Context: an optimization exercise on an open-source flow, tuned for small area, a short achievable clock period and few clock cycles per item. The choices shown serve that exercise and are no tape-out recipe.
RTL that was checked went through simulation tests only; none was proved equivalent to the original.
Power is estimated from default activity; no workload was simulated.

## lattice_fermion_hop_sign
module lattice_fermion_hop_sign #(
    parameter int SITES         = 64,
    parameter int MAX_PARTICLES = 64
) (
    input  logic             clk,
    input  logic             rst_n,
    input  logic             in_valid,
    output logic             in_stall,
    input  lfhs_pkg::in_item_t  in_data,
    output logic             out_valid,
    input  logic             out_stall,
    output lfhs_pkg::out_item_t out_data,
    input  logic             cfg_write,
    input  logic             cfg_index,
    input  logic [lfhs_pkg::CFG_W-1:0] cfg_data
);
export LEC_CHECK = 0
export CAP_MARGIN = 20
export CORE_MARGIN = 2
export CORE_UTILIZATION = 60
export CTS_CLUSTER_DIAMETER = 60
export CTS_CLUSTER_SIZE = 25
export SETUP_SLACK_MARGIN = 2.5
export SLEW_MARGIN = 20
export TNS_END_PERCENT = 5
create_clock -name core_clock -period 5.0 [get_ports {clk}]
run.sh (not shown) runs the stock make flow with config.mk's settings and CLKGATE_MAP_FILE= SYNTH_SCRIPT=/design/flow/synth_recipe.tcl, a recipe that flattens the netlist after the stock synthesis.
Testbench counts at the start, summed over its fixed seeds: cycles 9,640, items 9,600.
Then changed:
- CORE_UTILIZATION: 60 -> 65
Global-route usage goes up by 2.9 points. Clock skew barely changes. Non-clock buffer count goes up by 9.


Starting RTL as in the previous note.
==> flow/config.mk <==
export PLATFORM = sky130hd
export DESIGN_NAME = lattice_fermion_hop_sign
export DESIGN_NICKNAME = lattice_fermion_hop_sign
export VERILOG_FILES = /design/flow/design.v
export SDC_FILE = /design/flow/constraint.sdc
export NUM_CORES = 4
export LEC_CHECK = 0
export CAP_MARGIN = 20
export CORE_MARGIN = 2
export CORE_UTILIZATION = 60
export CTS_CLUSTER_DIAMETER = 70
export CTS_CLUSTER_SIZE = 30
export SETUP_SLACK_MARGIN = 2.6
export SLEW_MARGIN = 20
export TNS_END_PERCENT = 5
==> flow/constraint.sdc <==
create_clock -name core_clock -period 5.0 [get_ports {clk}]
set_input_delay 1.0000 -clock core_clock [delete_from_list [all_inputs] [get_ports {clk}]]
set_output_delay 1.0000 -clock core_clock [all_outputs]
set_load 0.01 [all_outputs]
Testbench counts at the start, summed over its fixed seeds: cycles 9,640, items 9,600.
Rerun with:
- SETUP_SLACK_MARGIN: 2.6 -> 2.5
- TNS_END_PERCENT: 5 -> not set
=>
- The new run completed with no timing, DRC or antenna violations
- synthesized cell count is unchanged
- worst setup slack improved by 100 ps
- global-route usage hardly moves
- utilization went up by 0.15 points
Rerun with:
- CTS_CLUSTER_DIAMETER: 70 -> not set
- CTS_CLUSTER_SIZE: 30 -> not set
Flip-flop and latch count is unchanged.
Utilization rises by 2.8 points.
Power rises by about 18%.
Design area rises by 4.3%.
Setup slack degrades by 30 ps.
Final cell count rises by about 3%.
Die area stays the same.
Via count rises by 3.0%.
Area after synthesis does not change.


## rev 12
Another version of the RTL of lattice_fermion_hop_sign (not shown whole).
Size: ~1100 flip-flops, roughly 45000 µm² of cells after synthesis.
clock: 5.0 ns
lec_check: 0
abc_clock_period_in_ps: 2500
cap_margin: 20
core_margin: 2
core_utilization: 60
setup_slack_margin: 2.5
slew_margin: 20
Input changes introduced in rev 13 (baseline for comparison: rev 12):
- ABC_CLOCK_PERIOD_IN_PS removed (was 2500)
### Flow results
- Sum of negative setup slack: rev 13 vs rev 12 identical
- Via density per instance came out exactly the same in rev 13 and rev 12.
- From rev 13 to rev 12, area growth from synthesis to final layout did not move at all.
- Number of flops mapped to enable cells by yosys came out exactly the same in rev 13 and rev 12.
- As far as post-synth design cell area is concerned, rev 13 and rev 12 perform about the same.
- Diff rev 12..rev 13 | number of buffers added by the clock tree synthesis step | unchanged
- Rev 12 and rev 13 ended up with roughly the same post-layout minimum cycle time.
- Compared with rev 12, in rev 13 sequential cell count stayed essentially flat, die area neither gained nor lost much, fraction of final layout cells sized beyond drive strength 1 comparable.
No functional check of the RTL was part of any run of this note.


Another version of the RTL of lattice_fermion_hop_sign (not shown whole).
Size in the first run: ~3300 cells after synthesis, about 1100 flip-flops.
Settings: LEC_CHECK=0, CAP_MARGIN=20, CORE_MARGIN=2, CORE_UTILIZATION=70, SETUP_SLACK_MARGIN=2.5, SLEW_MARGIN=20; clock period 5.0 ns.
Testbench counts at the start, summed over its fixed seeds: cycles 9,640, items 9,600.
Then changed:
Settings changed: CORE_UTILIZATION 70 to 40, SETUP_SLACK_MARGIN 2.5 to unset.
Non-clock buffer count falls by 54.
Final area shrinks by a few percent.
Count of clock-buffer cells in the layout decreases by 11.
Via count fell by a little under a tenth.
Power came out lower slightly.
Maximum frequency is lower by about a fifth.
Core utilization is lower by 36 points.


red:
Starting RTL as in the previous note.
clock: 5.0 ns
lec_check: 0
cap_margin: 20
core_margin: 2
core_utilization: 60
setup_slack_margin: 2.5
slew_margin: 20
red: done, clean on timing, DRC and antenna
Testbench counts of red, summed over its fixed seeds: cycles 9,640, items 9,600.
The inputs of blue differ from those of red as listed below.
-- flow/config.mk --
<<< red, line 11
export SETUP_SLACK_MARGIN = 2.5
>>> blue, line 11
export SETUP_SLACK_MARGIN = 3.0
## What came out
- Looking at final critical delay including setup and external delays, blue sits above red.
- Run comparison: red worst setup path endpoint u_site_list.mem_reg[94][2]; blue worst setup path endpoint r2_o[0]
- Number of cells on the critical path | blue above red
- Max setup slack across red and blue: red


RTL: one of the versions met above, not the one the previous note started from.
Size: ~3300 cells after synthesis, about 1200 flip-flops, roughly 35 I/O pins, roughly 47000 um2 of cells after synthesis.
// lattice_fermion_hop_sign
module lattice_fermion_hop_sign #(
    parameter int SITES         = 64,
    parameter int MAX_PARTICLES = 64
) (
    input  logic             clk,
    input  logic             rst_n,
    input  logic             in_valid,
    output logic             in_stall,
    input  lfhs_pkg::in_item_t  in_data,
    output logic             out_valid,
    input  logic             out_stall,
    output lfhs_pkg::out_item_t out_data,
    input  logic             cfg_write,
    input  logic             cfg_index,
    input  logic [lfhs_pkg::CFG_W-1:0] cfg_data
);
make LEC_CHECK=0 CAP_MARGIN=20 CORE_MARGIN=2 CORE_UTILIZATION=60 CTS_CLUSTER_DIAMETER=70 CTS_CLUSTER_SIZE=30 SETUP_SLACK_MARGIN=2.5 SLEW_MARGIN=20 TNS_END_PERCENT=5 finish   # period 5.0 ns
Testbench counts at the start, summed over its fixed seeds: cycles 9,640, items 9,600.
Then changed:
Settings changed: CTS_CLUSTER_DIAMETER 70 to 60, CTS_CLUSTER_SIZE 30 to 25, TNS_END_PERCENT 5 to not set.
What happened:
- setup slack gains 67 ps
- sequential share of layout area fell by 1.4 points
- hold slack is about the same
- register-to-register slack improved by 70 ps
- cell area goes up by a few percent
- area after synthesis is unchanged
- cell count is higher slightly
Then changed:
Settings changed: SETUP_SLACK_MARGIN 2.5 to 2.7, TNS_END_PERCENT set to 5.
What happened: The changed run produced a clean layout. Hold slack degrades by 7.8 ps. Final cell count barely changes. Critical path depth shrinks by 8. Via count hardly moves. Global-route usage falls by 0.33 points. Worst setup slack loses 89 ps. Routed wire length falls slightly. Total power came out lower slightly. Die area does not change. Cell area is lower slightly.


lattice_fermion_hop_sign, a different RTL version from the one above (not shown whole).
For scale: ~3200 cells after synthesis, about 35 I/O pins.
// lattice_fermion_hop_sign
module lattice_fermion_hop_sign #(
    parameter int SITES         = 64,
    parameter int MAX_PARTICLES = 64
) (
    input  logic             clk,
    input  logic             rst_n,
    input  logic             in_valid,
    output logic             in_stall,
    input  lfhs_pkg::in_item_t  in_data,
    output logic             out_valid,
    input  logic             out_stall,
    output lfhs_pkg::out_item_t out_data,
    input  logic             cfg_write,
    input  logic             cfg_index,
    input  logic [lfhs_pkg::CFG_W-1:0] cfg_data
);
clock: 5.0 ns
lec_check: 0
cap_margin: 20
core_margin: 2
core_utilization: 60
cts_buf_list: sky130_fd_sc_hd__clkbuf_8
setup_slack_margin: 2.5
slew_margin: 20
Testbench counts at the start, summed over its fixed seeds: cycles 9,640, items 9,600.
Next try:
--- a/flow/config.mk
+++ b/flow/config.mk
@@ -10,3 +10,2 @@
 export CORE_UTILIZATION = 60
-export CTS_BUF_LIST = sky130_fd_sc_hd__clkbuf_8
 export SETUP_SLACK_MARGIN = 2.5
Effect: Design area went up by 1.5%. Wire length went up by 0.67%. Setup slack improves by 0.045 ns. Utilization went up by 1.1 points. Hold slack improves by 0.16 ns.


P:
lattice_fermion_hop_sign, a different RTL version from the one above (not shown whole).
Size: roughly 3200 cells after synthesis, ~35 I/O pins, about 47000 um2 of cells after synthesis.
## lattice_fermion_hop_sign
module lattice_fermion_hop_sign #(
    parameter int SITES         = 64,
    parameter int MAX_PARTICLES = 64
) (
    input  logic             clk,
    input  logic             rst_n,
    input  logic             in_valid,
    output logic             in_stall,
    input  lfhs_pkg::in_item_t  in_data,
    output logic             out_valid,
    input  logic             out_stall,
    output lfhs_pkg::out_item_t out_data,
    input  logic             cfg_write,
    input  logic             cfg_index,
    input  logic [lfhs_pkg::CFG_W-1:0] cfg_data
);
==> flow/config.mk <==
export PLATFORM = sky130hd
export DESIGN_NAME = lattice_fermion_hop_sign
export DESIGN_NICKNAME = lattice_fermion_hop_sign
export VERILOG_FILES = /design/flow/design.v
export SDC_FILE = /design/flow/constraint.sdc
export NUM_CORES = 4
export LEC_CHECK = 0
export CAP_MARGIN = 20
export CORE_MARGIN = 2
export CORE_UTILIZATION = 60
export CTS_CLUSTER_DIAMETER = 60
export CTS_CLUSTER_SIZE = 25
export SETUP_SLACK_MARGIN = 2.5
export SLEW_MARGIN = 20
==> flow/constraint.sdc <==
create_clock -name core_clock -period 5.0 [get_ports {clk}]
set_input_delay 1.0000 -clock core_clock [delete_from_list [all_inputs] [get_ports {clk}]]
set_output_delay 1.0000 -clock core_clock [all_outputs]
set_load 0.01 [all_outputs]
Testbench counts of P, summed over its fixed seeds: cycles 9,640, items 9,600.
Modified inputs, Q compared to P
Settings: CTS_CLUSTER_SIZE: 25 -> unset; CTS_CLUSTER_DIAMETER: 60 -> unset.
## What came out
Share of total power in combinational logic for Q is lower than for P.
Compare Q and P | fmax higher: P
Q vs P, slowest cell on the critical path: sky130_fd_sc_hd__dfxtp_4 vs sky130_fd_sc_hd__dfxtp_2
The clock share of power in Q sits 3.8 points above the value recorded for P.
As far as layout buffering overhead excluding clock cells is concerned, P and Q perform about the same.
Comparing share of the final layout cell area in sequential cells for Q and P, the smaller number came from Q.
When Q is set beside P, its period utilization turns out to be 1.3 points larger.
Diff P -> Q | multi-input gate share of the layout cell area | decrease of 0.46 points

-- what the ideal ports hide --
How much do the figures lean on ideal ports? The routed layouts below were timed once more, with nothing changed but the port constraints. Step 1, drivers: a clkbuf_16 drives clk and a buf_2 each remaining input, both assumed. Step 2 adds t to the input delays and takes it off the output delays; t is the mean of the earliest and latest rising clock arrival at the registers after step 1. Input paths then give back, and output paths get back, about the clock's delay inside the block. Slacks: ideal / step 1 / step 2; pairs: ideal / step 1.
run	shift t [ns]	slack for setup (ns)	worst hold slack (ns)	worst slew at a driven data input, ns
the first run of note 1	0.714	2.394 / 2.324 / 1.813	0.335 / 0.335 / 0.335	0.05
the second run of note 1	0.710	2.313 / 2.313 / 1.818	0.336 / 0.330 / 0.346	0.06
the first run of note 2	0.723	2.322 / 2.319 / 1.828	0.342 / 0.342 / 0.342	0.05
the second run of note 2	0.723	2.422 / 2.422 / 1.904	0.341 / 0.341 / 0.341	0.05
the third run of note 2	0.759	2.392 / 2.392 / 1.795	0.320 / 0.320 / 0.320	0.05
rev 12	0.754	1.674 / 1.674 / 1.674	0.308 / 0.274 / 0.327	0.04
rev 13	0.754	1.674 / 1.674 / 1.674	0.308 / 0.274 / 0.327	0.04
the first run of note 4	0.758	2.306 / 2.306 / 2.114	0.325 / 0.325 / 0.325	0.07
the second run of note 4	0.772	1.752 / 1.752 / 1.467	0.326 / 0.307 / 0.326	0.10
red	0.746	2.358 / 2.358 / 2.241	0.326 / 0.326 / 0.326	0.07
blue	0.760	2.284 / 2.284 / 2.257	0.321 / 0.321 / 0.321	0.05
the first run of note 6	0.722	2.361 / 2.313 / 1.811	0.342 / 0.342 / 0.342	0.05
the second run of note 6	0.714	2.428 / 2.428 / 2.232	0.341 / 0.341 / 0.341	0.05
the third run of note 6	0.702	2.339 / 2.266 / 2.051	0.333 / 0.333 / 0.333	0.07
the first run of note 7	0.891	2.243 / 2.243 / 1.814	0.103 / 0.079 / 0.338	0.08
the second run of note 7	0.754	2.288 / 2.288 / 1.892	0.259 / 0.229 / 0.327	0.09
P	0.718	2.378 / 2.378 / 2.206	0.329 / 0.329 / 0.329	0.09
Q	0.748	2.315 / 2.315 / 2.195	0.330 / 0.330 / 0.330	0.09
After both steps setup and hold are still met in every run listed. For the third run of note 2, which loses most, drivers alone change the setup slack by 0.000 ns; drivers and shift together by -0.597 ns.
